Background: an optimization exercise with open tools, aiming at small area and a short achievable clock period. Do not read the settings as production practice. RTL that was checked went through simulation tests only; none was proved equivalent to the original. For runs 1, 2 and 4, only the layout was checked, not whether the RTL still works. Power is estimated from default activity; no workload was simulated. The clock port is modelled as an ideal driver; clocking choices that lean on that would not hold on a real chip.

[flow/config.mk]
export PLATFORM = sky130hd
export DESIGN_NAME = md4_stream_driver
export DESIGN_NICKNAME = md4_stream_driver
export VERILOG_FILES = /design/flow/design.v
export SDC_FILE = /design/flow/constraint.sdc
export NUM_CORES = 4
export LEC_CHECK = 0
export CAP_MARGIN = 20
export CORE_MARGIN = 2
export CORE_UTILIZATION = 60
export SETUP_SLACK_MARGIN = 3.0
export SLEW_MARGIN = 20
export SYNTH_HIERARCHICAL = 1
[flow/constraint.sdc]
create_clock -name core_clock -period 5.5 [get_ports {CLK}]
set_input_delay 1.1000 -clock core_clock [delete_from_list [all_inputs] [get_ports {CLK}]]
set_output_delay 1.1000 -clock core_clock [all_outputs]
set_load 0.01 [all_outputs]
[flow/design.v]
`timescale 1ns/1ps
module md4_stream_driver #(
  parameter int unsigned MSG_DEPTH  = 256,
  parameter int unsigned ADDR_W     = 8,
  parameter int unsigned SIZE_W     = 64,
  parameter int unsigned HASH_BYTES = 16
) (
  input  logic                    CLK,
  input  logic                    RESET_N,
  input  logic                    WR_EN,
  input  logic [ADDR_W-1:0]       WR_ADDR,
  input  logic [7:0]              WR_DATA,
  input  logic [SIZE_W-1:0]       MSG_LEN,
  input  logic                    START,
  output logic                    BUSY,
  output logic                    DONE,
  output logic                    ERROR,
  output logic [8*HASH_BYTES-1:0] DIGEST,
  output logic                    HC_START,
  input  logic                    HC_BUSY,
  input  logic                    HC_DONE,
  output logic [SIZE_W-1:0]       HC_SIZE,
  output logic [7:0]              HC_IN_BYTE,
  output logic                    HC_IN_EMPTY,
  input  logic                    HC_IN_READ,
  input  logic [7:0]              HC_OUT_BYTE,
  output logic                    HC_OUT_FULL,
  input  logic                    HC_OUT_WRITE
);
  logic [7:0]   r_buf [256];
  logic         r_busy;
  logic         r_done;
  logic         r_error;
  logic [8:0]   r_len;         
  logic [8:0]   r_rem;         
  logic [15:0]  r_row;         
  logic [15:0]  r_col;         
  logic [7:0]   r_byte;        
  logic         r_empty;
  logic         r_full;
  logic [3:0]   r_cnt;         
  logic [127:0] r_digest;
  logic         r_wp_en;       
  logic [7:0]   r_wp_addr;
  logic [7:0]   r_wp_data;
  logic w_unused_hc_busy;
  assign w_unused_hc_busy = HC_BUSY;
  wire idle     = !r_busy && !r_done;
  wire len_ok   = (MSG_LEN[63:9] == '0) && (!MSG_LEN[8] || (MSG_LEN[7:0] == '0));
  wire start_ok = idle && START && len_ok;
  wire rd_ok    = r_busy && HC_IN_READ && !r_empty;
  wire wr_ok    = r_busy && HC_OUT_WRITE && !r_full;
  wire last_wr  = HC_OUT_WRITE && (r_cnt == 4'd15);
  wire clr      = !RESET_N || start_ok;
  assign BUSY        = r_busy;
  assign HC_START    = r_busy;
  assign DONE        = r_done;
  assign ERROR       = r_error;
  assign HC_SIZE     = {55'd0, r_len};
  assign HC_IN_BYTE  = r_byte;
  assign HC_IN_EMPTY = r_empty;
  assign HC_OUT_FULL = r_full;
  assign DIGEST      = r_digest;
  always_ff @(posedge CLK) begin
    r_wp_en   <= idle && WR_EN;
    r_wp_addr <= WR_ADDR;
    r_wp_data <= WR_DATA;
    if (r_wp_en) r_buf[r_wp_addr] <= r_wp_data;
  end
  logic [255:0] w_sel;
  logic [7:0]   w_grp_n [86];
  logic [7:0]   w_rd;
  always_comb begin
    for (int i = 0; i < 256; i++) w_sel[i] = r_row[i / 16] && r_col[i % 16];
  end
  genvar g;
  generate
    for (g = 0; g < 85; g++) begin : g_rd
      md4_rd_aoi3 u_aoi (
        .d0(r_buf[3*g]),   .s0(w_sel[3*g]),
        .d1(r_buf[3*g+1]), .s1(w_sel[3*g+1]),
        .d2(r_buf[3*g+2]), .s2(w_sel[3*g+2]),
        .yn(w_grp_n[g])
      );
    end
  endgenerate
  assign w_grp_n[85] = ~(r_buf[255] & {8{w_sel[255]}});
  always_comb begin
    w_rd = '0;
    for (int i = 0; i < 86; i++) w_rd = w_rd | ~w_grp_n[i];
  end
  always_ff @(posedge CLK) begin
    if (!r_busy) begin
      r_byte <= (r_wp_en && r_wp_addr == 8'd0) ? r_wp_data : r_buf[0];
      r_row  <= 16'h0001;
      r_col  <= 16'h0002;
      r_rem  <= MSG_LEN[8:0];
    end else if (rd_ok) begin
      r_byte <= w_rd;
      r_col  <= {r_col[14:0], r_col[15]};
      if (r_col[15]) r_row <= {r_row[14:0], r_row[15]};
      r_rem  <= r_rem - 9'd1;
    end
  end
  always_ff @(posedge CLK) begin
    for (int k = 0; k < 16; k++) begin
      if (clr || (wr_ok && r_cnt == 4'(k)))
        r_digest[127-8*k -: 8] <= clr ? 8'd0 : HC_OUT_BYTE;
    end
  end
  always_ff @(posedge CLK) begin
    if (start_ok) r_cnt <= '0;
    else if (wr_ok) r_cnt <= r_cnt + 4'd1;
  end
  always_ff @(posedge CLK) begin
    if (!RESET_N) begin
      r_busy  <= 1'b0;
      r_done  <= 1'b0;
      r_error <= 1'b0;
      r_len   <= '0;
      r_empty <= 1'b1;
      r_full  <= 1'b1;
    end else begin
      r_done <= r_busy && HC_DONE;
      if (r_busy) begin
        if ((HC_IN_READ && r_empty) || (HC_OUT_WRITE && r_full) ||
            (HC_DONE && !(r_full || last_wr)))
          r_error <= 1'b1;
        if (HC_DONE) begin
          r_busy  <= 1'b0;
          r_empty <= 1'b1;
          r_full  <= 1'b1;
        end else begin
          if (rd_ok) r_empty <= (r_rem == 9'd1);
          if (wr_ok) r_full  <= (r_cnt == 4'd15);
        end
      end else if (idle && START) begin
        r_error <= !len_ok;
        if (len_ok) begin
          r_busy  <= 1'b1;
          r_len   <= MSG_LEN[8:0];
          r_empty <= (MSG_LEN[8:0] == 9'd0);
          r_full  <= 1'b0;
        end
      end
    end
  end
endmodule
module md4_rd_aoi3 (
  input  logic [7:0] d0,
  input  logic [7:0] d1,
  input  logic [7:0] d2,
  input  logic       s0,
  input  logic       s1,
  input  logic       s2,
  output logic [7:0] yn
);
  assign yn = ~(({8{s0}} & d0) | ({8{s1}} & d1) | ({8{s2}} & d2));
endmodule
[flow/run.sh]
#!/bin/bash
# synth_recipe.tcl (not shown) runs the flow's synth.tcl, then flattens the netlist and writes it again
# the make line also repeats each setting of config.mk as NAME=value (left out here)
make -C /OpenROAD-flow-scripts/flow DESIGN_CONFIG=/design/flow/config.mk WORK_HOME=/design/flow/orfs CLKGATE_MAP_FILE= SYNTH_SCRIPT=/design/flow/synth_recipe.tcl finish
==> impl_metrics.py, run 1 <==
metrics = {
    "status": {
        "run_status": "finished clean",
    },
    "route": {
        "wl_mm": 231,
        "ant_nets": 0,
        "first_pass_iters": 10,
        "drt_first_iter_violations": 8416,
        "via_count": 46834,
        "wire_per_inst_um": 34.4,
        "drcViolationCount": 0,
        "drt-vias-per-instance": 6.99,
    },
    "global_routing": {
        "grt_pass1_wl_mm": 322,
        "grtUsageTotal": 0.326,
        "antenna_found_initial": 17,
        "grt_overflow_total": 0,
        "grt_max_degree": 182,
        "first_global_vias": 44585,
    },
    "critical_path": {
        "arrival_ps": 3750,
        "max_stage_delay_ps": 970,
        "slowest_stage": "a222oi_1",
        "cpLargestDelayFamily": "compound AO/OA/AOI/OAI gates",
        "critPathKind": "reg2reg",
        "crit_path_end_kind": "flip-flop",
        "crit_chain": "and2_4 -> a222oi_1 -> nand4_1 -> a311oi_2 -> and4_4 -> a31oi_1",
        "critPathRequiredTime_ps": 6070,
        "crit_fanout": 8,
        "worst-path-buf-inv": 0,
        "cp-start-kind": "flip-flop",
        "reg2reg_slack_ps": 2320,
    },
    "power_and_ir_drop": {
        "leakagePower_nw": 29.8,
        "ir_drop_v": 0.000293,
        "powerDensity_nw_per_um2": 355,
    },
    "yosys": {
        "synth_area_um2": 81700,
        "ys_types": 45,
        "synth_edf_count": 2193,
        "ys.flop_type": "edfxtp_1",
        "ys_seq_area_frac": 0.822,
        "yosys_warnings": 9,
        "ys_ff_latch": 2260,
        "synth.area.top_cells": "edfxtp_1, a222oi_1, and2_1",
        "yosysTopAreaCell": "edfxtp_1",
        "synth_area_per_cell_um2": 18.6,
        "yosysTopAreaCellShare": 0.806,
        "synth_top_cells_by_count": "edfxtp_1, a222oi_1, nor2_1",
        "postSynthCellCount": 4385,
        "yosysMostFrequentCell": "edfxtp_1",
        "ys_async_sr_fraction": 0,
    },
    "finish": {
        "final_util": 0.704,
        "area_delta_synth_final_pct": 16.6,
        "layout.nets": 4836,
        "drive_gt1_frac": 0.222,
        "n_fill_cell": 8587,
    },
    "cts": {
        "cts_buffer_depth": 3,
        "clk_latency_ps": 840,
        "clk_pin_slew_worst_paths_ps": 60,
        "cts_inserted_buffers": 213,
        "clock-sinks": 2260,
        "htreeDepth": 4,
        "cts-root-buf": "clkbuf_16",
        "cts_tree": "yes",
    },
    "placement": {
        "pre_cts_ws_ps": 1660,
        "dp_hpwl_mm": 142,
        "place_congestion": 0.883,
        "portBuffers": 245,
    },
    "timing": {
        "max_freq_mhz": 314,
        "fin_crit_sh": 0.578,
        "fin_crit_ps": 3180,
        "hold_violations": 0,
        "fin_skew_ps": 32.1,
        "finalWorstSetupSlack_ps": 2320,
        "finalSetupViolCount": 0,
        "rsz0062_at_grt": "yes",
        "maxSlewViolCount": 0,
        "setup-tns-final_ps": 0,
        "relSlewSlack": 0.216,
        "max_slew.worst_pin.slew_ps": 1180,
    },
    "floorplan": {
        "die_area_um2": 139000,
        "die_h_um": 373,
        "core_area_um2": 135000,
        "num_rows": 135,
        "ioPinCount": 302,
        "initial_utilization": 0.604,
        "fp.dieW_um": 373,
    },
    "run": {
        "cap_violations": 0,
    },
    "hold_path": {
        "hold_class": "reg2reg",
    },
}
[modules after synthesis (local to each module, per instance)]
module             flip-flops and latches  cells inside  times used  area, um^2
md4_stream_driver                    2260          3535           1       74000
md4_rd_aoi3                             0            10          85        90.1
[per-layer routing]
layer	GRT usage	routed length, um	vias up
li1	-	-	19474
met1	0.472	89300	24111
met2	0.501	109000	2904
met3	0.0606	24500	345
met4	0.120	8260	0
met5	0	0	-
[cell type report]
type                       count  area, um^2  share of cell area
clock inverter               114         973              0.0102
clock buffer                 274        5680              0.0596
sequential                  2260       67300               0.706
timing repair buffer         400        3470              0.0364
tap                         1781        2230              0.0234
multi-input combinational   1851       15600               0.163
inverter                       8        30.0            0.000315
antenna                       15        37.5            0.000394
[worst paths after layout]
path | startpoint | endpoint | cells after the start
max | r_col[6]$_SDFFE_PN0P_ | r_byte[3]$_DFFE_PP_ | 6
min | r_len[2]$_SDFFE_PN0P_ | r_len[2]$_SDFFE_PN0P_ | 2
max reg2reg | r_col[6]$_SDFFE_PN0P_ | r_byte[3]$_DFFE_PP_ | 6
min reg2reg | r_len[2]$_SDFFE_PN0P_ | r_len[2]$_SDFFE_PN0P_ | 2
[state kept, by name, indices dropped and copies added (netlist names), 4 cells and up]
name / flops
r_buf: 2048
r_digest: 128
r_col: 16
r_row: 16
r_len: 9
r_rem: 9
r_byte: 8
r_wp_addr: 8
r_wp_data: 8
r_cnt: 4
[cell usage in the layout (no fill, tap or decap), types with 16 or more instances in the layout]
master           count
nand4_1            182
nand3_1             39
nor4_1              19
nand2_1            119
and2_1             198
and2_4              58
clkbuf_1            53
clkinv_2            35
conb_1              55
nor2_2             112
nor2_1              26
nor2_4             142
clkbuf_16          217
dfxtp_4             24
nand2_4             16
buf_6               29
clkinv_1            46
edfxtp_1          2193
dfxtp_1             23
clkdlybuf4s50_1     94
buf_2              135
nor4_4              30
dfxtp_2             20
a222oi_1           680
buf_4              105
and2_2              20
buf_12              31
nor4_2              16
nand3_4             16
[cells by family after synthesis]
logic type	Yosys count	synth area share
AOI/OAI and AO/OA	733	0.0877
xor gates and xnor gates	8	0.000858
adders and majority gates	6	0.000919
buffers and inverters	331	0.0208
DFF	2260	0.822
muxes	9	0.00110
other	1	0.0000459
and+or+nand+nor	1037	0.0662
[timing repair]
item,in CTS,in global routing
cloned,1,3
endpoints found under the setup margin,2492,1727
hold buffers,0,0
pin swaps,116,83
resized for setup,1254,171
buffers inserted,54,24
[power by group]
part	internal [mW]	switching, mW	total (mW)
combinational	0.176	0.525	0.701
clock	7.96	6.12	14.1
sequential	19.0	0.0972	19.1
[metrics by stage]
step,hold WS (ps),power (mW),instance area (um^2),instances
finish,452,33.9,95300,6703
global route,471,34.7,95300,6691
floorplan,478,19.7,81900,4439
CTS,454,34.0,94200,6660
detailed placement,448,20.2,85700,6217
global placement,443,20.1,85600,6216
[worst min-delay path, delay by kind of cell (launching register included)]
family | cells | cell delay (ps)
DFF | 1 | 300
and+or+nand+nor | 1 | 50
muxes | 1 | 50
==> run 2, diff against run 1 <==
--- a/flow/design.v
+++ b/flow/design.v
@@ -42,5 +42,2 @@
   logic [127:0] r_digest;
-  logic         r_wp_en;       
-  logic [7:0]   r_wp_addr;
-  logic [7:0]   r_wp_data;
   logic w_unused_hc_busy;
@@ -64,6 +61,3 @@
   always_ff @(posedge CLK) begin
-    r_wp_en   <= idle && WR_EN;
-    r_wp_addr <= WR_ADDR;
-    r_wp_data <= WR_DATA;
-    if (r_wp_en) r_buf[r_wp_addr] <= r_wp_data;
+    if (idle && WR_EN) r_buf[WR_ADDR] <= WR_DATA;
   end
@@ -93,3 +87,3 @@
     if (!r_busy) begin
-      r_byte <= (r_wp_en && r_wp_addr == 8'd0) ? r_wp_data : r_buf[0];
+      r_byte <= r_buf[0];
       r_row  <= 16'h0001;
==> impl_metrics.py, run 2 <==
metrics = {
    "status": {
        "run_status": "finished clean",
    },
    "timing": {
        "hold_violations": 0,
        "fin_crit_sh": 0.603,
        "finalSetupViolCount": 0,
        "setup-tns-final_ps": 0,
        "fin_skew_ps": 26.8,
        "fin_crit_ps": 3320,
        "max_freq_mhz": 302,
        "relSlewSlack": 0.286,
        "maxSlewViolCount": 0,
        "finalWorstSetupSlack_ps": 2180,
        "max_slew.worst_pin.slew_ps": 1070,
        "rsz0062_at_grt": "yes",
    },
    "finish": {
        "layout.nets": 4855,
        "layout_commonest_cell": "edfxtp_1",
        "layout_common_cells": "edfxtp_1, a222oi_1, nor2_4",
        "largest_reg_flops": 2048,
        "reg_top3": "r_buf: 2048 flops, r_digest: 128 flops",
        "top_register": "r_buf",
        "final_cells": 6723,
        "final_area_um2": 96100,
        "area_delta_synth_final_pct": 18.2,
        "drive_gt1_frac": 0.234,
    },
    "power_and_ir_drop": {
        "p_switching_mw": 6.76,
        "powerDensity_nw_per_um2": 352,
        "clock_power_share": 0.419,
        "seqPwrFrac": 0.558,
        "leakagePower_nw": 30.1,
        "p_sw_frac": 0.200,
        "ir_drop_v": 0.000356,
        "power.internal_mw": 27.1,
        "combPwrFrac": 0.023,
    },
    "cts": {
        "clk_pin_slew_worst_paths_ps": 60,
        "cts_inserted_buffers": 212,
        "postCtsHoldBufs": 0,
        "cts-root-buf": "clkbuf_16",
        "cts_tree": "yes",
        "htreeDepth": 4,
        "cts_buffer_depth": 3,
        "clk_latency_ps": 850,
        "clock-sinks": 2243,
    },
    "hold_path": {
        "hp-start": "r_error$_SDFFE_PN0P_",
        "hold_class": "reg2reg",
    },
    "global_routing": {
        "grtUsageTotal": 0.325,
        "use_met1": 0.467,
        "grt_max_degree": 149,
        "met3_usage": 0.0687,
        "antenna_found_initial": 16,
        "met2_usage": 0.502,
        "grt_pass1_wl_mm": 318,
        "gr-max-usage-layer": "met2",
        "first_global_vias": 44151,
        "grt_overflow_total": 0,
    },
    "critical_path": {
        "slowest_stage": "nor4_4",
        "startpoint": "r_row[10]$_SDFFE_PN0P_",
        "worst-path-buf-inv": 0,
        "regToRegStartpoint": "r_row[10]$_SDFFE_PN0P_",
        "crit_fanout": 18,
        "critPathKind": "reg2reg",
        "cp-start-kind": "flip-flop",
        "cpLargestDelayFamily": "simple AND/OR/NAND/NOR gates",
        "crit_path_end_kind": "flip-flop",
        "critPathRequiredTime_ps": 6060,
        "arrival_ps": 3880,
        "max_stage_delay_ps": 590,
        "cpMostUsedCell": "nand4_1",
        "crit_chain": "and2_1 -> a222oi_1 -> nand4_1 -> nor4_4 -> nand4_1 -> o22a_2",
    },
    "placement": {
        "dp_cells": 6197,
        "dp_hpwl_mm": 139,
        "place_congestion": 0.868,
        "portBuffers": 245,
        "placed_area_um2": 86900,
        "pre_cts_ws_ps": 1090,
    },
    "yosys": {
        "ys_types": 50,
        "synth_area_per_cell_um2": 18.7,
        "synth_edf_count": 2193,
        "yosys_warnings": 9,
        "yosysTopAreaCellShare": 0.810,
        "yosysTopAreaCell": "edfxtp_1",
        "yosysMostFrequentCell": "edfxtp_1",
        "ys_ff_latch": 2243,
        "synth_area_um2": 81300,
        "ys.flop_type": "edfxtp_1",
        "synth_top_cells_by_count": "edfxtp_1, a222oi_1, nor2_1",
        "ys_seq_area_frac": 0.822,
        "postSynthCellCount": 4346,
        "synth.area.top_cells": "edfxtp_1, a222oi_1, and2_1",
        "ys_async_sr_fraction": 0,
    },
    "route": {
        "drt_first_iter_violations": 8665,
        "drcViolationCount": 0,
        "ant_nets": 0,
        "wire_per_inst_um": 34.0,
        "via_count": 46861,
        "wl_mm": 229,
        "drt-vias-per-instance": 6.97,
        "first_pass_iters": 10,
    },
    "floorplan": {
        "initial_utilization": 0.602,
        "die_area_um2": 138000,
        "die_h_um": 372,
        "core_area_um2": 135000,
        "num_rows": 135,
        "ioPinCount": 302,
        "fp.dieW_um": 372,
    },
    "run": {
        "cap_violations": 0,
    },
}
run 2: cell types whose count changed after synthesis, moves of 14 or more:
cell      change
dfxtp_1      -17
a21boi_0     +14
and2_1       -15
a21o_1       +16
nand2_1      -38
run 2: cells by family (layout without fill, tap and decap cells):
logic type | after synthesis | after routing | synth area share
other | 1 | 64 | 0.0000461
AND/OR/NAND/NOR | 986 | 986 | 0.0636
XOR/XNOR | 9 | 9 | 0.000969
AO/OA/AOI/OAI | 769 | 769 | 0.0913
flip-flops | 2243 | 2243 | 0.822
buffers and inverters | 332 | 865 | 0.0209
adder cells (fa/ha/maj) | 6 | 6 | 0.000923
run 2: per-module statistics from Yosys (local to each module, per instance):
module             cells  flip-flops and latches  area [um^2]
md4_stream_driver   3496                    2243        73600
md4_rd_aoi3           10                       0         90.1
run 2: area by class of cell:
class / instances / area [um^2]
Multi-Input combinational cell: 1825 / 16000
Timing Repair Buffer: 463 / 4190
Clock buffer: 279 / 5640
Sequential cell: 2243 / 67000
Clock inverter: 115 / 1060
Tap cell: 1781 / 2230
Antenna cell: 9 / 22.5
Inverter: 8 / 30.0
Fill cell: 8325 / 38800
run 2: final timing paths:
check / cells after the start / endpoint / slack (ps)
worst min-delay path: 2 / r_error$_SDFFE_PN0P_ / 440
worst max register to register: 6 / r_byte[4]$_DFFE_PP_ / 2180
worst max-delay path: 6 / r_byte[4]$_DFFE_PP_ / 2180
worst min register to register: 2 / r_error$_SDFFE_PN0P_ / 440
run 2: per-layer routing:
metal / vias to the layer above / routed length, um
li1: 19537 / -
met1: 24058 / 88000
met2: 2888 / 108000
met3: 370 / 25700
met4: 8 / 7380
met5: - / 66
run 2: power by group through the flow:
stage / combinational [mW] / sequential (mW) / clock, mW
finish: 0.791 / 18.9 / 14.2
global route: 0.832 / 18.9 / 15.0
CTS: 0.777 / 18.9 / 14.3
detailed placement: 0.799 / 19.3 / 0
global placement: 0.785 / 19.3 / 0
floorplan: 0.178 / 19.3 / 0
run 2: what timing repair did:
action                     in CTS  in global routing
pin swaps                     120                116
setup endpoints to repair    2505               2048
setup buffers                  80                 35
gates cloned                    4                  4
resized for setup            1024                144
run 2: worst min-delay path, cell delays in order (launching register included):
cell	delay (ps)
dfxtp_1	300
inv_1	40
a21oi_1	50
run 2: per-stage QoR:
step                       util  hold WS [ps]  total power, mW
after floorplan               -           470             19.5
after CTS                 0.706           441             34.0
after global routing      0.712           479             34.7
after detailed placement  0.644           437             20.1
final                     0.712           439             33.9
after global placement    0.644           435             20.0
==> run 3, diff against run 2 <==
--- a/flow/design.v
+++ b/flow/design.v
@@ -46,3 +46,3 @@
   wire len_ok   = (MSG_LEN[63:9] == '0) && (!MSG_LEN[8] || (MSG_LEN[7:0] == '0));
-  wire start_ok = idle && START && len_ok;
+  wire start_ok = RESET_N && idle && START && len_ok;
   wire rd_ok    = r_busy && HC_IN_READ && !r_empty;
@@ -65,3 +65,4 @@
   logic [7:0]   w_grp_n [86];
-  logic [7:0]   w_rd;
+  logic [7:0][7:0] w_part_n;
+  logic [7:0][7:0] r_part_n;
   always_comb begin
@@ -82,16 +83,23 @@
   always_comb begin
-    w_rd = '0;
-    for (int i = 0; i < 86; i++) w_rd = w_rd | ~w_grp_n[i];
+    for (int j = 0; j < 8; j++) begin
+      logic [7:0] acc;
+      acc = '1;
+      for (int i = 11*j; i < 11*j + 11 && i < 86; i++) acc = acc & w_grp_n[i];
+      w_part_n[j] = acc;
+    end
   end
+  wire [7:0] w_rd = ~(r_part_n[0] & r_part_n[1] & r_part_n[2] & r_part_n[3] &
+                      r_part_n[4] & r_part_n[5] & r_part_n[6] & r_part_n[7]);
   always_ff @(posedge CLK) begin
-    if (!r_busy) begin
-      r_byte <= r_buf[0];
-      r_row  <= 16'h0001;
-      r_col  <= 16'h0002;
-      r_rem  <= MSG_LEN[8:0];
+    if (!r_busy || rd_ok) r_part_n <= w_part_n;
+    if (!r_busy) r_byte <= r_buf[0];
+    else if (rd_ok) r_byte <= w_rd;
+    if (!r_busy || !RESET_N) begin
+      r_row <= 16'h0001;
+      r_col <= start_ok ? 16'h0004 : 16'h0002;
+      r_rem <= MSG_LEN[8:0];
     end else if (rd_ok) begin
-      r_byte <= w_rd;
-      r_col  <= {r_col[14:0], r_col[15]};
+      r_col <= {r_col[14:0], r_col[15]};
       if (r_col[15]) r_row <= {r_row[14:0], r_row[15]};
-      r_rem  <= r_rem - 9'd1;
+      r_rem <= r_rem - 9'd1;
     end
==> impl_metrics.py, run 3 <==
metrics = {
    "floorplan": {
        "initial_utilization": 0.605,
        "core_area_um2": 137000,
        "die_area_um2": 142000,
        "fp.dieW_um": 376,
        "die_h_um": 376,
        "ioPinCount": 302,
        "num_rows": 136,
    },
    "finish": {
        "largest_reg_flops": 2048,
        "reg_top3": "r_buf: 2048 flops, r_digest: 128 flops, r_part_n: 64 flops",
        "top_register": "r_buf",
        "layout_commonest_cell": "edfxtp_1",
        "area_delta_synth_final_pct": 17.9,
        "drive_gt1_frac": 0.216,
        "regArea_um2": 69000,
        "multiInputGateArea_um2": 15800,
        "n_fill_cell": 8457,
        "layout.nets": 4873,
        "layout_common_cells": "edfxtp_1, a222oi_1, nor2_4",
    },
    "critical_path": {
        "critPathKind": "reg2out",
        "cp-start-kind": "flip-flop",
        "crit_path_end_kind": "output port",
        "regToRegStartpoint": "r_col[8]$_SDFFCE_PN0P_",
        "slowest_stage": "edfxtp_1",
        "critPathRequiredTime_ps": 4400,
        "cpLargestDelayFamily": "flip-flops",
        "crit_fanout": 1,
        "startpoint": "r_byte[7]$_DFFE_PP_",
        "worst-path-buf-inv": 1,
        "arrival_ps": 1540,
        "max_stage_delay_ps": 510,
        "crit_chain": "buf_2",
    },
    "timing": {
        "hold_violations": 0,
        "fin_skew_ps": 26.8,
        "max_freq_mhz": 379,
        "fin_crit_ps": 2640,
        "rsz0062_at_grt": "yes",
        "fin_crit_sh": 0.480,
        "setup-tns-final_ps": 0,
        "relSlewSlack": 0.190,
        "finalSetupViolCount": 0,
        "maxSlewViolCount": 0,
        "max_slew.worst_pin.slew_ps": 1220,
        "finalWorstSetupSlack_ps": 2860,
    },
    "yosys": {
        "synth-compound-area-share": 0.0887,
        "yosysMostFrequentCell": "edfxtp_1",
        "ys_ff_latch": 2307,
        "synth_area_um2": 83200,
        "yosysTopAreaCellShare": 0.821,
        "ys_types": 41,
        "synth_top_cells_by_count": "edfxtp_1, a222oi_1, nor2_1",
        "synth.area.mux_share": 0.000120,
        "synth_top_family_by_area": "compound AO/OA/AOI/OAI gates",
        "yosys.area_share.simple": 0.0606,
        "synth_edf_count": 2273,
        "yosysTopAreaCell": "edfxtp_1",
        "synth_area_per_cell_um2": 19.0,
        "synthAdderAreaFrac": 0.000903,
        "synth_xor_xnor_area_share": 0.000948,
        "ys_async_sr_fraction": 0,
        "ys_seq_area_frac": 0.829,
        "synth.area.top_cells": "edfxtp_1, a222oi_1, and2_1",
        "ys.flop_type": "edfxtp_1",
        "postSynthCellCount": 4388,
        "yosys_warnings": 9,
    },
    "route": {
        "via_count": 47011,
        "drcViolationCount": 0,
        "drt-vias-per-instance": 6.95,
        "ant_nets": 0,
        "drt_first_iter_violations": 8094,
        "wire_per_inst_um": 34.0,
        "first_pass_iters": 10,
        "wl_mm": 230,
    },
    "global_routing": {
        "grt_max_degree": 150,
        "met2_usage": 0.492,
        "grtUsageTotal": 0.321,
        "met3_usage": 0.0687,
        "use_met1": 0.469,
        "grt_pass1_wl_mm": 322,
        "grt_overflow_total": 0,
        "first_global_vias": 44536,
        "gr-max-usage-layer": "met2",
        "antenna_found_initial": 30,
    },
    "power_and_ir_drop": {
        "powerDensity_nw_per_um2": 357,
        "finalPower_mw": 35.0,
        "ir_drop_v": 0.000381,
        "leakagePower_nw": 30.9,
    },
    "hold_path": {
        "hp-start": "r_len[8]$_SDFFE_PN0P_",
        "hold_class": "reg2reg",
    },
    "placement": {
        "place_congestion": 0.839,
        "portBuffers": 245,
        "dp_hpwl_mm": 137,
        "pre_cts_ws_ps": 1060,
    },
    "cts": {
        "cts_inserted_buffers": 218,
        "htreeDepth": 4,
        "cts_tree": "yes",
        "postCtsHoldBufs": 0,
        "clk_pin_slew_worst_paths_ps": 60,
        "cts-root-buf": "clkbuf_16",
        "clock-sinks": 2307,
        "cts_buffer_depth": 3,
        "clk_latency_ps": 830,
    },
    "status": {
        "run_status": "finished clean",
    },
    "run": {
        "cap_violations": 0,
    },
}
[run 3: final timing paths]
kind	end	slack, ps	cells past startpoint
worst max register to register	r_part_n[28]$_DFFE_PP_	2910	5
worst max-delay path	HC_IN_BYTE[7]	2860	1
worst min-delay path	r_len[8]$_SDFFE_PN0P_	490	2
worst min register to register	r_len[8]$_SDFFE_PN0P_	490	2
[run 3: metal layers]
metal / share of wire / wire (um)
met5: 0.00027 / 61
met4: 0.030 / 6960
met3: 0.11 / 25300
met2: 0.47 / 108000
met1: 0.39 / 89900
[run 3: power breakdown]
| group | internal (mW) | total (mW) | switching [mW] |
|---|---|---|---|
| clock network | 8.32 | 14.7 | 6.40 |
| registers | 19.4 | 19.4 | 0.0340 |
| logic | 0.202 | 0.811 | 0.609 |
[run 3: area by class of cell]
type,instances,share of cell area
repair buffers,421,0.0405
diodes,15,0.000383
clock buffers,258,0.0580
flip-flops and latches,2307,0.703
inverters,5,0.000191
clock inverters,145,0.0134
multi-input cells,1818,0.162
well taps,1794,0.0229
[run 3: modules after synthesis, one instance, submodules excluded]
module / flip-flops and latches / area [um^2] / copies in the design / cells inside
md4_stream_driver: 2307 / 75500 / 1 / 3538
md4_rd_aoi3: 0 / 90.1 / 85 / 10
[run 3: cell families after synthesis]
logic type | count (synthesis)
compound gates | 773
xor+xnor | 9
fa+ha+maj | 6
buf+inv | 321
flops | 2307
mux | 1
other cells | 1
simple gates | 970
[run 3: worst register-to-register path: stages, from the launching register on]
cell	delay, ps
edfxtp_1	420
buf_4	320
and2_2	360
a222oi_1	470
nand4_1	430
nor3_4	380
[run 3: what timing repair did]
item,CTS,global route
cloned,6,4
endpoints found under the setup margin,2572,1542
pin swaps,70,70
resized for setup,870,107
buffers inserted,91,13
[run 3: stage by stage]
step / std cells / hold WS, ps / area, um^2 / util
after detailed placement: 6231 / 467 / 89000 / 0.648
after global routing: 6754 / 499 / 98100 / 0.713
after CTS: 6731 / 473 / 97600 / 0.710
after global placement: 6231 / 456 / 89000 / 0.648
after floorplan: 4442 / 492 / 85500 / -
final: 6763 / 488 / 98100 / 0.713
==> run 4, diff against run 3 <==
--- a/flow/design.v
+++ b/flow/design.v
@@ -45,3 +45,5 @@
   wire idle     = !r_busy && !r_done;
-  wire len_ok   = (MSG_LEN[63:9] == '0) && (!MSG_LEN[8] || (MSG_LEN[7:0] == '0));
+  logic w_len_hi_zero;
+  md4_zero55 u_len_hi (.a(MSG_LEN[63:9]), .z(w_len_hi_zero));
+  wire len_ok   = w_len_hi_zero && (!MSG_LEN[8] || (MSG_LEN[7:0] == '0));
   wire start_ok = RESET_N && idle && START && len_ok;
@@ -50,3 +52,2 @@
   wire last_wr  = HC_OUT_WRITE && (r_cnt == 4'd15);
-  wire clr      = !RESET_N || start_ok;
   assign BUSY        = r_busy;
@@ -94,3 +95,4 @@
     if (!r_busy || rd_ok) r_part_n <= w_part_n;
-    if (!r_busy) r_byte <= r_buf[0];
+    if (!RESET_N) r_byte <= '0;
+    else if (!r_busy) r_byte <= r_buf[0];
     else if (rd_ok) r_byte <= w_rd;
@@ -107,5 +109,8 @@
   always_ff @(posedge CLK) begin
-    for (int k = 0; k < 16; k++) begin
-      if (clr || (wr_ok && r_cnt == 4'(k)))
-        r_digest[127-8*k -: 8] <= clr ? 8'd0 : HC_OUT_BYTE;
+    if (!RESET_N || start_ok) begin
+      r_digest <= '0;
+    end else begin
+      for (int k = 0; k < 16; k++) begin
+        if (wr_ok && r_cnt == 4'(k)) r_digest[127-8*k -: 8] <= HC_OUT_BYTE;
+      end
     end
@@ -161 +166,7 @@
 endmodule
+module md4_zero55 (
+  input  logic [54:0] a,
+  output logic        z
+);
+  assign z = ~|a;
+endmodule
==> flow/flow/run.sh (new file) <==
#!/bin/bash
# Standard ORFS layout (the standard.sh) with two changes:
#  - ports are buffered with buf_2 instead of the default delay buffer;
#  - clock tree synthesis clusters up to 30 sinks per leaf buffer within
#    80 um and inserts no dummy loads.
set -euo pipefail
export BUFFER_PORTS_ARGS="-buffer_cell sky130_fd_sc_hd__buf_2"
export CTS_ARGS="-sink_clustering_enable -repair_clock_nets -dont_use_dummy_load -sink_clustering_size 30 -sink_clustering_max_diameter 80"
bash standard.sh > standard_flow.log 2>&1
==> flow/standard.sh (new file) <==
#!/bin/bash
# synth_recipe.tcl (not shown) runs the flow's synth.tcl, then flattens the netlist and writes it again
# the make line also repeats each setting of config.mk as NAME=value (left out here)
make -C /OpenROAD-flow-scripts/flow DESIGN_CONFIG=/design/flow/config.mk WORK_HOME=/design/flow/orfs CLKGATE_MAP_FILE= SYNTH_SCRIPT=/design/flow/synth_recipe.tcl "${@:-finish}"
removed: flow/run.sh
==> impl_metrics.py, run 4 <==
metrics = {
    "route": {
        "ant_nets": 0,
        "drt-vias-per-instance": 7.03,
        "wl_mm": 233,
        "drt_first_iter_violations": 8929,
        "drcViolationCount": 0,
        "wl_met2_mm": 108,
        "via_count": 48397,
        "wl_met3_mm": 25.1,
        "wire_per_inst_um": 33.9,
        "top_layer": "met5",
        "first_pass_iters": 9,
        "wl_met1_mm": 91.4,
    },
    "critical_path": {
        "critPathKind": "reg2reg",
        "crit_path_end_kind": "flip-flop",
        "cp-start-kind": "flip-flop",
        "arrival_ps": 3150,
        "startpoint": "r_col[6]$_SDFFCE_PN0P_",
        "critPathRequiredTime_ps": 6040,
        "regToRegStartpoint": "r_col[6]$_SDFFCE_PN0P_",
        "crit_fanout": 13,
    },
    "yosys": {
        "yosys_warnings": 9,
        "yosysTopAreaCell": "edfxtp_1",
        "ys_async_sr_fraction": 0,
        "yosysTopAreaCellShare": 0.766,
        "synth.area.top_cells": "edfxtp_1, a222oi_1, dfxtp_1",
        "synth_top_cells_by_count": "edfxtp_1, a222oi_1, nor2_1",
        "postSynthCellCount": 4776,
        "yosysMostFrequentCell": "edfxtp_1",
        "synth_edf_count": 2137,
        "ys.flop_type": "edfxtp_1",
        "ys_ff_latch": 2307,
        "ys_types": 52,
        "synth_area_per_cell_um2": 17.5,
        "ys_seq_area_frac": 0.807,
        "synth_area_um2": 83800,
    },
    "floorplan": {
        "num_rows": 137,
        "core_area_um2": 139000,
        "initial_utilization": 0.603,
        "ioPinCount": 302,
        "die_h_um": 378,
        "die_area_um2": 143000,
        "fp.dieW_um": 378,
    },
    "placement": {
        "place_congestion": 0.866,
        "pre_cts_ws_ps": 1340,
        "dp_hpwl_mm": 142,
        "placed_area_um2": 87800,
        "portBuffers": 245,
    },
    "finish": {
        "area_delta_synth_final_pct": 10.7,
        "layout.nets": 5094,
        "layout_common_cells": "edfxtp_1, a222oi_1, and2_1",
        "largest_reg_flops": 2048,
        "reg_top3": "r_buf: 2048 flops, r_digest: 128 flops, r_part_n: 64 flops",
        "final_area_um2": 92800,
        "layout_commonest_cell": "edfxtp_1",
        "drive_gt1_frac": 0.177,
        "top_register": "r_buf",
    },
    "run": {
        "cap_violations": 0,
    },
    "timing": {
        "setup-tns-final_ps": 0,
        "hold_violations": 0,
        "maxSlewViolCount": 0,
        "fin_crit_sh": 0.475,
        "max_slew.worst_pin.slew_ps": 1180,
        "max_freq_mhz": 383,
        "finalSetupViolCount": 0,
        "hold_slack_ps": 459,
        "relSlewSlack": 0.214,
        "rsz0062_at_grt": "yes",
        "fin_skew_ps": 82.4,
        "fin_crit_ps": 2610,
        "finalWorstSetupSlack_ps": 2890,
    },
    "cts": {
        "clock-sinks": 2307,
        "htreeDepth": 3,
        "clk_pin_slew_worst_paths_ps": 110,
        "cts-root-buf": "clkbuf_16",
        "cts_inserted_buffers": 102,
        "cts_buffer_depth": 3,
        "clk_latency_ps": 760,
        "cts_tree": "yes",
    },
    "hold_path": {
        "hold_class": "reg2reg",
        "hp-start": "r_len[4]$_SDFFE_PN0P_",
    },
    "global_routing": {
        "grtUsageTotal": 0.321,
        "grt_pass1_wl_mm": 326,
        "grt_overflow_total": 0,
        "first_global_vias": 44895,
        "grt_max_degree": 147,
        "antenna_found_initial": 26,
    },
    "power_and_ir_drop": {
        "powerDensity_nw_per_um2": 303,
        "finalPower_mw": 28.1,
        "ir_drop_v": 0.000324,
        "leakagePower_nw": 28.8,
    },
    "status": {
        "run_status": "finished clean",
    },
}
[run 4: area by class of cell]
type	count	area [um^2]
well taps	1876	2350
clock buffers	102	2550
repair buffers	414	3300
multi-input cells	2161	16900
fillers	9458	46300
inverters	6	22.5
diodes	15	37.5
flip-flops and latches	2307	67600
[run 4: timing repair]
item                        CTS  global route
setup endpoints to repair  2180           906
hold buffers                  0             0
cloned                        5             1
pin swaps                    60            47
buffers inserted             46            33
gates resized for setup     265            61
[run 4: worst paths after layout]
kind / endpoint / slack [ps] / cells past startpoint
worst max-delay path: r_part_n[12]$_DFFE_PP_ / 2890 / 5
worst min-delay path: r_len[4]$_SDFFE_PN0P_ / 460 / 2
worst max register to register: r_part_n[12]$_DFFE_PP_ / 2890 / 5
worst min register to register: r_len[4]$_SDFFE_PN0P_ / 460 / 2
[run 4: power breakdown]
part	internal (mW)	total (mW)	switching (mW)
Combinational	0.102	0.610	0.508
Clock	3.32	8.33	5.01
Sequential	19.1	19.2	0.0130
[run 4: cell families (layout without fill, tap and decap cells)]
kind of cell,count (synthesis),after routing,synth area share
multiplexers,41,41,0.00490
adder cells (fa/ha/maj),6,6,0.000896
flip-flops,2307,2307,0.807
other,1,70,0.0000448
AND/OR/NAND/NOR,1108,1108,0.0672
buffers and inverters,362,522,0.0217
AO/OA/AOI/OAI,942,942,0.0978
XOR/XNOR,9,9,0.000941
[run 4: Yosys stat by module (local to each module, per instance)]
module             cell area, um^2  flip-flops and latches  times used  cells inside
md4_stream_driver            76000                    2307           1          3907
md4_zero55                     128                       0           1            19
md4_rd_aoi3                   90.1                       0          85            10
[run 4: critical path, stage by stage (launching register included)]
cell and delay, ps:
edfxtp_1 420, buf_4 310, and2_2 330, a222oi_1 650
nand3_1 350, nor3_4 320
[run 4: per-layer routing]
layer | vias to the layer above | track usage
met4 | 6 | 0.0971
li1 | 20272 | -
met2 | 2923 | 0.494
met5 | - | 0
met3 | 334 | 0.0470
met1 | 24862 | 0.482
[run 4: per-stage QoR]
step,instances,utilization
floorplan,4830,-
global placement,6679,0.632
detailed placement,6679,0.632
finish,6881,0.667
CTS,6832,0.663
global route,6870,0.667
==> run 5, diff against run 4 <==
--- a/flow/design.v
+++ b/flow/design.v
@@ -35,4 +35,4 @@
   logic [8:0]   r_rem;         
-  logic [15:0]  r_row;         
-  logic [15:0]  r_col;         
+  logic [15:0]  r_row_n;       
+  logic [15:0]  r_col_n;       
   logic [7:0]   r_byte;        
@@ -69,3 +69,3 @@
   always_comb begin
-    for (int i = 0; i < 256; i++) w_sel[i] = r_row[i / 16] && r_col[i % 16];
+    for (int i = 0; i < 256; i++) w_sel[i] = !(r_row_n[i / 16] || r_col_n[i % 16]);
   end
@@ -99,8 +99,8 @@
     if (!r_busy || !RESET_N) begin
-      r_row <= 16'h0001;
-      r_col <= start_ok ? 16'h0004 : 16'h0002;
+      r_row_n <= 16'hfffe;
+      r_col_n <= start_ok ? 16'hfffb : 16'hfffd;
       r_rem <= MSG_LEN[8:0];
     end else if (rd_ok) begin
-      r_col <= {r_col[14:0], r_col[15]};
-      if (r_col[15]) r_row <= {r_row[14:0], r_row[15]};
+      r_col_n <= {r_col_n[14:0], r_col_n[15]};
+      if (!r_col_n[15]) r_row_n <= {r_row_n[14:0], r_row_n[15]};
       r_rem <= r_rem - 9'd1;
--- a/flow/config.mk
+++ b/flow/config.mk
@@ -9,3 +9,3 @@
 export CORE_MARGIN = 2
-export CORE_UTILIZATION = 60
+export CORE_UTILIZATION = 72
 export SETUP_SLACK_MARGIN = 3.0
==> impl_metrics.py, run 5 <==
metrics = {
    "yosys": {
        "synth_area_um2": 83300,
        "synth.area.top_cells": "edfxtp_1, a222oi_1, dfxtp_1",
        "postSynthCellCount": 4796,
        "synth_edf_count": 2137,
        "synth_top_cells_by_count": "edfxtp_1, a222oi_1, nor2_1",
        "yosys_warnings": 9,
        "ys.flop_type": "edfxtp_1",
        "ys_async_sr_fraction": 0,
        "yosysTopAreaCell": "edfxtp_1",
        "yosysMostFrequentCell": "edfxtp_1",
        "ys_ff_latch": 2307,
        "ys_seq_area_frac": 0.811,
        "yosysTopAreaCellShare": 0.770,
        "ys_types": 54,
        "synth_area_per_cell_um2": 17.4,
    },
    "critical_path": {
        "worst_r2r_path_depth": 6,
        "worst-path-buf-inv": 1,
        "startpoint": "WR_ADDR[1]",
        "slowest_stage": "nor2_2",
        "critPathKind": "in2reg",
        "crit_fanout": 16,
        "crit_path_end_kind": "flip-flop",
        "critPathRequiredTime_ps": 5870,
        "crit_chain": "buf_2 -> nor2b_4 -> nand2_4 -> nor2_2",
        "cp-start-kind": "primary input",
        "arrival_ps": 3050,
        "cpLargestDelayFamily": "simple AND/OR/NAND/NOR gates",
        "max_stage_delay_ps": 590,
        "r2r-end": "r_buf[21][0]$_DFFE_PP_",
        "reg2reg_slack_ps": 2820,
        "regToRegStartpoint": "r_busy$_SDFF_PN0_",
    },
    "power_and_ir_drop": {
        "powerDensity_nw_per_um2": 302,
        "leakagePower_nw": 27.9,
        "ir_drop_v": 0.000310,
    },
    "timing": {
        "maxSlewViolCount": 0,
        "setup-tns-final_ps": 0,
        "relSlewSlack": 0.287,
        "max_slew.worst_pin.slew_ps": 1070,
        "rsz0062_at_grt": "yes",
        "fin_skew_ps": 53.6,
        "fin_crit_ps": 2690,
        "hold_violations": 0,
        "max_freq_mhz": 372,
        "hold_slack_ps": 468,
        "fin_crit_sh": 0.489,
        "finalWorstSetupSlack_ps": 2810,
        "finalSetupViolCount": 0,
    },
    "placement": {
        "dp_hpwl_mm": 132,
        "pre_cts_ws_ps": 1540,
        "portBuffers": 245,
        "place_congestion": 0.910,
    },
    "finish": {
        "layout_commonest_cell": "edfxtp_1",
        "area_delta_synth_final_pct": 9.51,
        "drive_gt1_frac": 0.189,
        "reg_top3": "r_buf: 2048 flops, r_digest: 128 flops, r_part_n: 64 flops",
        "top_register": "r_buf",
        "layout.nets": 5049,
        "layout_common_cells": "edfxtp_1, a222oi_1, nor2_1",
        "final_util": 0.797,
        "largest_reg_flops": 2048,
    },
    "floorplan": {
        "ioPinCount": 302,
        "core_area_um2": 115000,
        "die_h_um": 344,
        "die_area_um2": 118000,
        "num_rows": 124,
        "initial_utilization": 0.728,
        "fp.dieW_um": 344,
    },
    "status": {
        "run_status": "finished clean",
    },
    "route": {
        "drt_first_iter_violations": 10129,
        "wl_mm": 218,
        "via_count": 48941,
        "wire_per_inst_um": 33.7,
        "ant_nets": 0,
        "drcViolationCount": 0,
        "drt-vias-per-instance": 7.57,
        "first_pass_iters": 14,
    },
    "cts": {
        "postCtsHoldBufs": 0,
        "clk_pin_slew_worst_paths_ps": 100,
        "cts_buffer_depth": 3,
        "cts_inserted_buffers": 90,
        "cts_tree": "yes",
        "clock-sinks": 2307,
        "cts-root-buf": "clkbuf_16",
        "clk_latency_ps": 740,
        "htreeDepth": 3,
    },
    "global_routing": {
        "grtUsageTotal": 0.362,
        "grt_max_degree": 142,
        "first_global_vias": 45422,
        "grt_pass1_wl_mm": 307,
        "grt_overflow_total": 0,
        "antenna_found_initial": 13,
    },
    "hold_path": {
        "min_delay_path_depth": 2,
        "hp-start": "r_len[7]$_SDFFE_PN0P_",
        "hold_class": "reg2reg",
        "min_to": "r_len[7]$_SDFFE_PN0P_",
    },
    "run": {
        "cap_violations": 0,
    },
}
run 5: changes by cell type in the layout (fill, tap and decap cells not counted), moves of 19 or more:
cell / delta
and2_1: -248
a21oi_2: +84
buf_4: -20
nor2_1: +261
o21ai_0: -20
nor2_2: +19
a21oi_1: -97
run 5: area by class of cell:
cell class	count	area (um^2)
Antenna cell	9	22.5
Clock buffer	90	2250
Fill cell	5983	23200
Inverter	6	22.5
Multi-Input combinational cell	2154	16400
Sequential cell	2307	67600
Tap cell	1512	1890
Timing Repair Buffer	388	3050
run 5: kinds of logic after synthesis:
kind of cell,share of synthesized area
mux,0.00492
xor+xnor,0.000841
simple gates,0.0615
fa+ha+maj,0.000901
other cells,0.0000450
compound gates,0.0970
buf+inv,0.0238
flops,0.811
run 5: per-module statistics from Yosys, one instance, submodules excluded:
module / flip-flops and latches / copies in the design
md4_zero55: 0 / 1
md4_stream_driver: 2307 / 1
md4_rd_aoi3: 0 / 85
run 5: per-layer routing:
| metal | track usage | routed length, um | up-vias |
|---|---|---|---|
| li1 | - | - | 20149 |
| met3 | 0.0775 | 28300 | 491 |
| met2 | 0.567 | 104000 | 3893 |
| met4 | 0.144 | 9480 | 12 |
| met5 | 0 | 92 | - |
| met1 | 0.511 | 76400 | 24396 |
run 5: what timing repair did:
action / 4_1_cts / 5_1_grt
endpoints found under the setup margin: 2195 / 1186
buffers inserted: 56 / 9
pin swaps: 23 / 24
resized for setup: 436 / 88
cloned: 10 / 2
run 5: power breakdown:
group | switching [mW] | total, mW | internal (mW)
Sequential | 0.0113 | 19.1 | 19.1
Clock | 4.83 | 7.78 | 2.95
Combinational | 0.499 | 0.622 | 0.123
run 5: worst max path at each step:
stage | endpoint | slack, ps | cells after the start
final | r_buf[6][1]$_DFFE_PP_ | 2810 | 4
after global routing | r_buf[6][3]$_DFFE_PP_ | 2760 | 4
after CTS | r_buf[193][0]$_DFFE_PP_ | 2830 | 4
after detailed placement | r_buf[215][2]$_DFFE_PP_ | 1540 | 4
after global placement | r_buf[215][2]$_DFFE_PP_ | 1620 | 4
after floorplan | r_buf[117][0]$_DFFE_PP_ | 2770 | 5
run 5: worst min-delay path, stage by stage, from the launching register on:
cell,delay [ps]
dfxtp_1,320
nand2_1,60
mux2i_1,50
run 5: stage by stage:
| stage | cells | area, um^2 | total power [mW] |
|---|---|---|---|
| 2_1_floorplan | 4850 | 84200 | 19.7 |
| 3_3_place_gp | 6288 | 86000 | 20.0 |
| 3_5_place_dp | 6290 | 86000 | 20.0 |
| 4_1_cts | 6446 | 90700 | 27.5 |
| 5_1_grt | 6460 | 91200 | 28.1 |
| 6_report | 6466 | 91300 | 27.5 |
==> run 6, diff against run 5 <==
--- a/flow/config.mk
+++ b/flow/config.mk
@@ -9,3 +9,3 @@
 export CORE_MARGIN = 2
-export CORE_UTILIZATION = 72
+export CORE_UTILIZATION = 60
 export SETUP_SLACK_MARGIN = 3.0
@@ -13 +13,2 @@
 export SYNTH_HIERARCHICAL = 1
+export TNS_END_PERCENT = 5
==> impl_metrics.py, run 6 <==
metrics = {
    "status": {
        "run_status": "finished clean",
    },
    "global_routing": {
        "grt_overflow_total": 0,
        "grtUsageTotal": 0.317,
        "grt_pass1_wl_mm": 321,
        "antenna_found_initial": 5,
        "first_global_vias": 44909,
        "grt_max_degree": 146,
    },
    "yosys": {
        "ys_seq_area_frac": 0.811,
        "synth_edf_count": 2137,
        "yosys_warnings": 9,
        "ys.flop_type": "edfxtp_1",
        "postSynthCellCount": 4796,
        "yosysTopAreaCell": "edfxtp_1",
        "synth_area_um2": 83300,
        "yosysTopAreaCellShare": 0.770,
        "synth_top_cells_by_count": "edfxtp_1, a222oi_1, nor2_1",
        "ys_types": 54,
        "synth_area_per_cell_um2": 17.4,
        "ys_async_sr_fraction": 0,
        "yosysMostFrequentCell": "edfxtp_1",
        "synth.area.top_cells": "edfxtp_1, a222oi_1, dfxtp_1",
        "ys_ff_latch": 2307,
    },
    "cts": {
        "clock-sinks": 2307,
        "cts_inserted_buffers": 100,
        "clk_pin_slew_worst_paths_ps": 90,
        "cts_tree": "yes",
        "htreeDepth": 3,
        "clk_latency_ps": 760,
        "cts_buffer_depth": 3,
        "cts-root-buf": "clkbuf_16",
        "postCtsHoldBufs": 0,
    },
    "critical_path": {
        "critPathRequiredTime_ps": 5860,
        "crit_chain": "buf_2 -> nor2b_2 -> nand2_2 -> nor2_2",
        "crit_path_end_kind": "flip-flop",
        "crit_cells": 4,
        "cpLargestDelayFamily": "simple AND/OR/NAND/NOR gates",
        "worst-path-buf-inv": 1,
        "critPathKind": "in2reg",
        "crit_fanout": 16,
        "arrival_ps": 3120,
        "cp-start-kind": "primary input",
        "max_stage_delay_ps": 610,
        "worst_r2r_path_depth": 4,
        "slowest_stage": "nand2_2",
    },
    "run": {
        "cap_violations": 0,
    },
    "power_and_ir_drop": {
        "ir_drop_v": 0.000285,
        "powerDensity_nw_per_um2": 307,
        "p_sw_frac": 0.195,
        "seqPwrFrac": 0.685,
        "combPwrFrac": 0.020,
        "clock_power_share": 0.294,
        "power.internal_mw": 22.5,
        "leakagePower_nw": 27.9,
        "p_switching_mw": 5.46,
    },
    "timing": {
        "max_freq_mhz": 362,
        "rsz0062_at_grt": "yes",
        "fin_crit_sh": 0.502,
        "hold_slack_ps": 454,
        "fin_crit_ps": 2760,
        "relSlewSlack": 0.255,
        "finalSetupViolCount": 0,
        "setup-tns-final_ps": 0,
        "fin_skew_ps": 70.6,
        "maxSlewViolCount": 0,
        "hold_violations": 0,
        "max_slew.worst_pin.slew_ps": 1120,
    },
    "route": {
        "drt-vias-per-instance": 7.07,
        "ant_nets": 0,
        "first_pass_iters": 11,
        "via_count": 47870,
        "drcViolationCount": 0,
        "drt_first_iter_violations": 8310,
        "wire_per_inst_um": 33.6,
        "wl_mm": 227,
    },
    "placement": {
        "dp_hpwl_mm": 141,
        "portBuffers": 245,
        "place_congestion": 0.855,
        "placed_area_um2": 86000,
    },
    "floorplan": {
        "fp.dieW_um": 377,
        "initial_utilization": 0.605,
        "ioPinCount": 302,
        "die_h_um": 377,
        "core_area_um2": 138000,
        "num_rows": 136,
        "die_area_um2": 142000,
    },
    "finish": {
        "layout_commonest_cell": "edfxtp_1",
        "top_register": "r_buf",
        "layout_common_cells": "edfxtp_1, a222oi_1, nor2_1",
        "largest_reg_flops": 2048,
        "final_util": 0.660,
        "area_delta_synth_final_pct": 9.02,
        "drive_gt1_frac": 0.167,
        "n_fill_cell": 9546,
        "layout.nets": 5075,
        "final_area_um2": 90800,
        "reg_top3": "r_buf: 2048 flops, r_digest: 128 flops, r_part_n: 64 flops",
    },
    "hold_path": {
        "hold_class": "reg2reg",
        "min_delay_path_depth": 2,
    },
}
-- run 6: path summary, 6_finish.rpt --
check                                               to  slack [ps]                      from
worst max-delay path            r_buf[80][0]$_DFFE_PP_        2740                WR_ADDR[4]
worst min-delay path             r_len[4]$_SDFFE_PN0P_         450     r_len[4]$_SDFFE_PN0P_
worst max register to register  r_part_n[33]$_DFFE_PP_        2750  r_row_n[10]$_SDFFE_PN1P_
worst min register to register   r_len[4]$_SDFFE_PN0P_         450     r_len[4]$_SDFFE_PN0P_
-- run 6: area by class of cell --
| type | instances | area [um^2] | share of cell area |
|---|---|---|---|
| Sequential cell | 2307 | 67600 | 0.744 |
| Multi-Input combinational cell | 2155 | 15600 | 0.171 |
| Timing Repair Buffer | 403 | 2920 | 0.0321 |
| Clock buffer | 100 | 2500 | 0.0275 |
| Tap cell | 1794 | 2240 | 0.0247 |
| Inverter | 6 | 22.5 | 0.000248 |
| Antenna cell | 3 | 7.51 | 0.0000826 |
-- run 6: routing by layer --
metal | part of all wire | vias to the layer above | GRT usage
met4 | 0.030 | 2 | 0.0897
met2 | 0.48 | 2821 | 0.504
met1 | 0.39 | 24578 | 0.462
li1 | - | 20162 | -
met3 | 0.10 | 307 | 0.0470
met5 | 0.000035 | - | 0
-- run 6: logic make-up after synthesis --
family	share of synthesized area
adder cells (fa/ha/maj)	0.000901
AND/OR/NAND/NOR	0.0615
other	0.0000450
flip-flops	0.811
multiplexers	0.00492
buffers and inverters	0.0238
XOR/XNOR	0.000841
AO/OA/AOI/OAI	0.0970
-- run 6: stage by stage --
step / cells / setup WS, ps / power, mW
6_report: 6768 / 2740 / 27.9
3_3_place_gp: 6598 / 1370 / 20.0
3_5_place_dp: 6598 / 1380 / 20.1
2_1_floorplan: 4850 / 2770 / 19.7
4_1_cts: 6758 / 2770 / 28.0
5_1_grt: 6765 / 2740 / 28.6
-- run 6: timing repair --
item,CTS,global route
gates cloned,1,0
endpoints found under the setup margin,2250,1829
resized for setup,413,48
setup buffers,59,7
pin swaps,16,10
-- run 6: worst min-delay path, stage by stage, from the launching register on --
cell     delay, ps
dfxtp_1        300
nand2_1         50
mux2i_1         50
-- run 6: per-module statistics from Yosys, one instance, submodules excluded --
module / copies in the design / flops+latches / cells inside / cell area, um^2
md4_rd_aoi3: 85 / 0 / 10 / 90.1
md4_stream_driver: 1 / 2307 / 3927 / 75500
md4_zero55: 1 / 0 / 19 / 128
-- run 6: power by group through the flow --
stage	Clock (mW)	Combinational, mW	Sequential (mW)
2_1_floorplan	0	0.129	19.5
3_3_place_gp	0	0.503	19.5
3_5_place_dp	0	0.517	19.5
4_1_cts	8.30	0.564	19.1
5_1_grt	8.81	0.602	19.1
6_report	8.22	0.569	19.1
==> run 7, diff against run 6 <==
--- a/flow/config.mk
+++ b/flow/config.mk
@@ -13,2 +13 @@
 export SYNTH_HIERARCHICAL = 1
-export TNS_END_PERCENT = 5
==> impl_metrics.py, run 7 <==
metrics = {
    "cts": {
        "htreeDepth": 3,
        "postCtsHoldBufs": 0,
        "cts-root-buf": "clkbuf_16",
        "clk_latency_ps": 770,
        "clock-sinks": 2307,
        "clk_pin_slew_worst_paths_ps": 110,
        "cts_tree": "yes",
        "cts_inserted_buffers": 99,
        "cts_buffer_depth": 3,
    },
    "critical_path": {
        "cp-endpoint": "r_part_n[20]$_DFFE_PP_",
        "regToRegStartpoint": "r_col_n[2]$_DFFE_PP_",
        "r2r-end": "r_part_n[20]$_DFFE_PP_",
        "crit_path_end_kind": "flip-flop",
        "startpoint": "r_col_n[2]$_DFFE_PP_",
        "max_stage_delay_ps": 540,
        "slowest_stage": "a222oi_1",
        "crit_fanout": 12,
        "cp-start-kind": "flip-flop",
        "worst_r2r_path_depth": 5,
        "crit_chain": "buf_4 -> nor2_1 -> a222oi_1 -> nand4_1 -> nor3_2",
        "reg2reg_slack_ps": 2910,
        "critPathKind": "reg2reg",
        "arrival_ps": 3060,
        "critPathRequiredTime_ps": 5970,
    },
    "finish": {
        "top_register": "r_buf",
        "drive_gt1_frac": 0.192,
        "layout_commonest_cell": "edfxtp_1",
        "regArea_um2": 67600,
        "final_cells": 6731,
        "reg_top3": "r_buf: 2048 flops, r_digest: 128 flops, r_part_n: 64 flops",
        "n_fill_cell": 9438,
        "layout_common_cells": "edfxtp_1, a222oi_1, nor2_1",
        "layout.nets": 5040,
        "multiInputGateArea_um2": 16200,
        "largest_reg_flops": 2048,
        "area_delta_synth_final_pct": 9.78,
    },
    "route": {
        "wire_per_inst_um": 34.1,
        "first_pass_iters": 13,
        "ant_nets": 0,
        "drt-vias-per-instance": 7.13,
        "wl_mm": 229,
        "drcViolationCount": 0,
        "via_count": 47984,
        "drt_first_iter_violations": 8658,
    },
    "power_and_ir_drop": {
        "ir_drop_v": 0.000371,
        "combPwrFrac": 0.022,
        "p_switching_mw": 5.46,
        "power.internal_mw": 22.5,
        "p_sw_frac": 0.196,
        "leakagePower_nw": 27.9,
        "powerDensity_nw_per_um2": 305,
        "seqPwrFrac": 0.685,
        "clock_power_share": 0.293,
    },
    "timing": {
        "maxSlewViolCount": 0,
        "fin_crit_ps": 2590,
        "max_freq_mhz": 386,
        "fin_crit_sh": 0.471,
        "rsz0062_at_grt": "yes",
        "finalSetupViolCount": 0,
        "setup-tns-final_ps": 0,
        "relSlewSlack": 0.302,
        "fin_skew_ps": 70.2,
        "max_slew.worst_pin.slew_ps": 1050,
        "hold_violations": 0,
    },
    "floorplan": {
        "die_area_um2": 142000,
        "num_rows": 136,
        "die_h_um": 377,
        "initial_utilization": 0.605,
        "ioPinCount": 302,
        "core_area_um2": 138000,
        "fp.dieW_um": 377,
    },
    "yosys": {
        "ys_seq_area_frac": 0.811,
        "synth_top_family_by_area": "compound AO/OA/AOI/OAI gates",
        "yosysTopAreaCell": "edfxtp_1",
        "yosys.area_share.simple": 0.0615,
        "synthAdderAreaFrac": 0.000901,
        "synth_xor_xnor_area_share": 0.000841,
        "ys_types": 54,
        "yosys_warnings": 9,
        "synth_area_per_cell_um2": 17.4,
        "synth_top_cells_by_count": "edfxtp_1, a222oi_1, nor2_1",
        "synth.area.top_cells": "edfxtp_1, a222oi_1, dfxtp_1",
        "ys_ff_latch": 2307,
        "synth_area_um2": 83300,
        "ys.flop_type": "edfxtp_1",
        "synth.area.mux_share": 0.00492,
        "synth-compound-area-share": 0.0970,
        "yosysTopAreaCellShare": 0.770,
        "synth_edf_count": 2137,
        "yosysMostFrequentCell": "edfxtp_1",
        "postSynthCellCount": 4796,
        "ys_async_sr_fraction": 0,
    },
    "global_routing": {
        "grt_pass1_wl_mm": 319,
        "grt_max_degree": 152,
        "first_global_vias": 44856,
        "grtUsageTotal": 0.315,
        "grt_overflow_total": 0,
        "antenna_found_initial": 4,
    },
    "run": {
        "cap_violations": 0,
    },
    "placement": {
        "dp_hpwl_mm": 139,
        "portBuffers": 245,
        "place_congestion": 0.869,
        "dp_cells": 6580,
    },
    "hold_path": {
        "hold_class": "reg2reg",
        "hp-start": "r_len[8]$_SDFFE_PN0P_",
    },
    "status": {
        "run_status": "finished clean",
    },
}
run 7: how the worst min path moves through the flow:
stage                                       end  slack (ps)  cells after the start
after floorplan           r_len[0]$_SDFFE_PN0P_         480                      2
after global placement    r_len[2]$_SDFFE_PN0P_         440                      2
after detailed placement  r_len[6]$_SDFFE_PN0P_         450                      2
after CTS                 r_len[8]$_SDFFE_PN0P_         460                      2
after global routing      r_len[2]$_SDFFE_PN0P_         480                      2
final                     r_len[8]$_SDFFE_PN0P_         460                      2
run 7: per-layer routing:
metal | global-route usage | vias up | wire (um)
li1 | - | 20128 | -
met1 | 0.465 | 24720 | 91100
met2 | 0.489 | 2806 | 108000
met3 | 0.0517 | 324 | 23400
met4 | 0.0971 | 6 | 7100
met5 | 0 | - | 46
run 7: power by group through the flow:
stage / sequential [mW] / clock [mW] / combinational (mW)
final: 19.1 / 8.17 / 0.619
after global routing: 19.1 / 8.81 / 0.651
after CTS: 19.1 / 8.25 / 0.570
after detailed placement: 19.5 / 0 / 0.529
after global placement: 19.5 / 0 / 0.515
after floorplan: 19.5 / 0 / 0.149
run 7: cell families after synthesis:
logic type / count (synthesis)
flip-flops: 2307
AND/OR/NAND/NOR: 1125
AO/OA/AOI/OAI: 919
buffers and inverters: 389
multiplexers: 41
XOR/XNOR: 8
adder cells (fa/ha/maj): 6
other: 1
run 7: modules after synthesis (local to each module, per instance):
module | cells inside | flip-flops and latches | area [um^2] | times used
md4_stream_driver | 3927 | 2307 | 75500 | 1
md4_zero55 | 19 | 0 | 128 | 1
md4_rd_aoi3 | 10 | 0 | 90.1 | 85
run 7: area by class of cell:
class,count,area share
diodes,1,0.0000274
clock buffers,99,0.0271
inverters,6,0.000246
multi-input cells,2154,0.177
flip-flops and latches,2307,0.739
well taps,1794,0.0245
repair buffers,370,0.0320
run 7: what timing repair did:
item	4_1_cts	5_1_grt
hold endpoints to repair	0	0
endpoints found under the setup margin	2122	1733
buffers inserted	31	2
gates resized for setup	337	143
pin swaps	19	23
cloned	4	14
run 7: critical path, delay by kind of cell, from the launching register on:
kind / cells / cell delay [ps]
compound gates: 1 / 540
buf+inv: 1 / 420
simple gates: 3 / 990
flops: 1 / 380
run 7: metrics by stage:
stage / instance area (um^2) / util / hold WS, ps / power (mW) / setup WS [ps]
6_report: 91500 / 0.665 / 459 / 27.9 / 2910
3_5_place_dp: 86500 / 0.628 / 447 / 20.1 / 1500
2_1_floorplan: 84200 / - / 479 / 19.7 / 2770
3_3_place_gp: 86500 / 0.628 / 441 / 20.1 / 1510
4_1_cts: 90500 / 0.658 / 461 / 28.0 / 2660
5_1_grt: 91500 / 0.665 / 479 / 28.6 / 2900
==> run 8, diff against run 7 <==
--- a/flow/config.mk
+++ b/flow/config.mk
@@ -10,3 +10,3 @@
 export CORE_UTILIZATION = 60
-export SETUP_SLACK_MARGIN = 3.0
+export SETUP_SLACK_MARGIN = 2.9
 export SLEW_MARGIN = 20
==> impl_metrics.py, run 8 <==
metrics = {
    "timing": {
        "max_freq_mhz": 358,
        "finalSetupViolCount": 0,
        "hold_violations": 0,
        "maxSlewViolCount": 0,
        "relSlewSlack": 0.196,
        "max_slew.worst_pin.slew_ps": 1210,
        "fin_skew_ps": 89.6,
        "rsz0062_at_grt": "yes",
        "fin_crit_ps": 2800,
        "fin_crit_sh": 0.509,
    },
    "power_and_ir_drop": {
        "leakagePower_nw": 27.7,
        "ir_drop_v": 0.000348,
        "powerDensity_nw_per_um2": 310,
    },
    "finish": {
        "reg_top3": "r_buf: 2048 flops, r_digest: 128 flops, r_part_n: 64 flops",
        "largest_reg_flops": 2048,
        "final_area_um2": 90200,
        "regArea_um2": 67600,
        "drive_gt1_frac": 0.163,
        "multiInputGateArea_um2": 15300,
    },
    "critical_path": {
        "crit_path_end_kind": "flip-flop",
        "reg2reg_slack_ps": 2760,
        "crit_fanout": 16,
        "cp-start-kind": "primary input",
        "critPathKind": "in2reg",
        "critPathRequiredTime_ps": 5860,
        "arrival_ps": 3160,
    },
    "yosys": {
        "ys_seq_area_frac": 0.811,
        "ys_ff_latch": 2307,
        "synth_edf_count": 2137,
        "synth.area.top_cells": "edfxtp_1, a222oi_1, dfxtp_1",
        "yosys_warnings": 9,
        "synth_area_um2": 83300,
        "yosysTopAreaCellShare": 0.770,
        "postSynthCellCount": 4796,
        "ys.flop_type": "edfxtp_1",
        "ys_async_sr_fraction": 0,
        "ys_types": 54,
        "yosysMostFrequentCell": "edfxtp_1",
        "synth_top_cells_by_count": "edfxtp_1, a222oi_1, nor2_1",
        "yosysTopAreaCell": "edfxtp_1",
    },
    "global_routing": {
        "grtUsageTotal": 0.318,
        "antenna_found_initial": 10,
        "grt_overflow_total": 0,
        "first_global_vias": 44575,
    },
    "floorplan": {
        "die_area_um2": 142000,
        "die_h_um": 377,
        "ioPinCount": 302,
        "fp.dieW_um": 377,
        "initial_utilization": 0.605,
        "core_area_um2": 138000,
    },
    "cts": {
        "clk_latency_ps": 770,
        "cts-root-buf": "clkbuf_16",
        "clock-sinks": 2307,
        "postCtsHoldBufs": 0,
        "htreeDepth": 3,
        "cts_buffer_depth": 3,
        "clk_pin_slew_worst_paths_ps": 70,
        "cts_inserted_buffers": 101,
    },
    "route": {
        "first_pass_iters": 13,
        "wl_mm": 230,
        "drt_first_iter_violations": 8941,
        "drt-vias-per-instance": 7.10,
        "wire_per_inst_um": 34.2,
        "via_count": 47774,
        "drcViolationCount": 0,
    },
    "placement": {
        "dp_hpwl_mm": 141,
        "place_congestion": 0.859,
        "placed_area_um2": 86100,
        "portBuffers": 245,
    },
    "status": {
        "run_status": "finished clean",
    },
    "hold_path": {
        "hold_class": "reg2reg",
    },
}
run 8: cell counts after synthesis:
No cell type changed its count.
run 8: worst paths after layout:
path	startpoint	to	cells past startpoint
max	WR_ADDR[6]	r_buf[124][6]$_DFFE_PP_	4
min	r_len[0]$_SDFFE_PN0P_	r_len[0]$_SDFFE_PN0P_	2
max reg2reg	r_col_n[14]$_SDFFCE_PN1P_	r_part_n[5]$_DFFE_PP_	5
min reg2reg	r_len[0]$_SDFFE_PN0P_	r_len[0]$_SDFFE_PN0P_	2
run 8: final cells by class:
type / count / area share
inverters: 6 / 0.000250
repair buffers: 362 / 0.0279
well taps: 1794 / 0.0249
flip-flops and latches: 2307 / 0.749
clock buffers: 101 / 0.0280
diodes: 5 / 0.000139
multi-input cells: 2155 / 0.169
run 8: power breakdown:
| group | total, mW | internal (mW) | switching, mW |
|---|---|---|---|
| clock network | 8.26 | 3.28 | 4.97 |
| logic | 0.558 | 0.0807 | 0.477 |
| registers | 19.1 | 19.1 | 0.00975 |
| total | 28.0 | 22.5 | 5.46 |
run 8: Yosys stat by module, one instance, submodules excluded:
module	flops+latches	cells inside	copies in the design	area, um^2
md4_rd_aoi3	0	10	85	90.1
md4_zero55	0	19	1	128
md4_stream_driver	2307	3927	1	75500
run 8: timing repair:
action,CTS,global route
resized for setup,255,78
pin swaps,14,8
buffers inserted,29,1
gates cloned,3,1
setup endpoints to repair,2116,1327
run 8: worst max-delay path, stage by stage:
cell,delay [ps]
buf_2,250
nor2b_1,510
nand3_2,640
nor2_2,650
run 8: cell families (layout without fill, tap and decap cells):
group,Yosys count,count (layout),share of synthesized area
simple gates,1125,1125,0.0615
other cells,1,60,0.0000450
fa+ha+maj,6,6,0.000901
mux,41,41,0.00492
xor+xnor,8,8,0.000841
buf+inv,389,469,0.0238
compound gates,919,920,0.0970
flops,2307,2307,0.811
run 8: per-stage QoR:
stage / total power, mW / hold slack [ps] / worst slack, ps / std cells
after floorplan: 19.7 / 479 / 2770 / 4850
after global placement: 20.0 / 441 / 1480 / 6588
after detailed placement: 20.1 / 446 / 1440 / 6589
after CTS: 28.0 / 459 / 2510 / 6722
after global routing: 28.6 / 477 / 2610 / 6726
final: 28.0 / 455 / 2700 / 6730
run 8: layer usage:
layer	GRT usage	share of wire	vias to the layer above
met4	0.0845	0.028	4
met3	0.0555	0.11	304
met5	0	0.00010	-
li1	-	-	20092
met1	0.474	0.40	24514
met2	0.493	0.47	2860

Re-timed with assumed drivers on the ports (clkbuf_16 on the clock, buf_2 on other inputs), run 8 has 2.754 ns of setup slack against 2.703 ns with ideal ports, and 1.948 ns once port delays also move by the mid clock arrival of 0.806 ns.
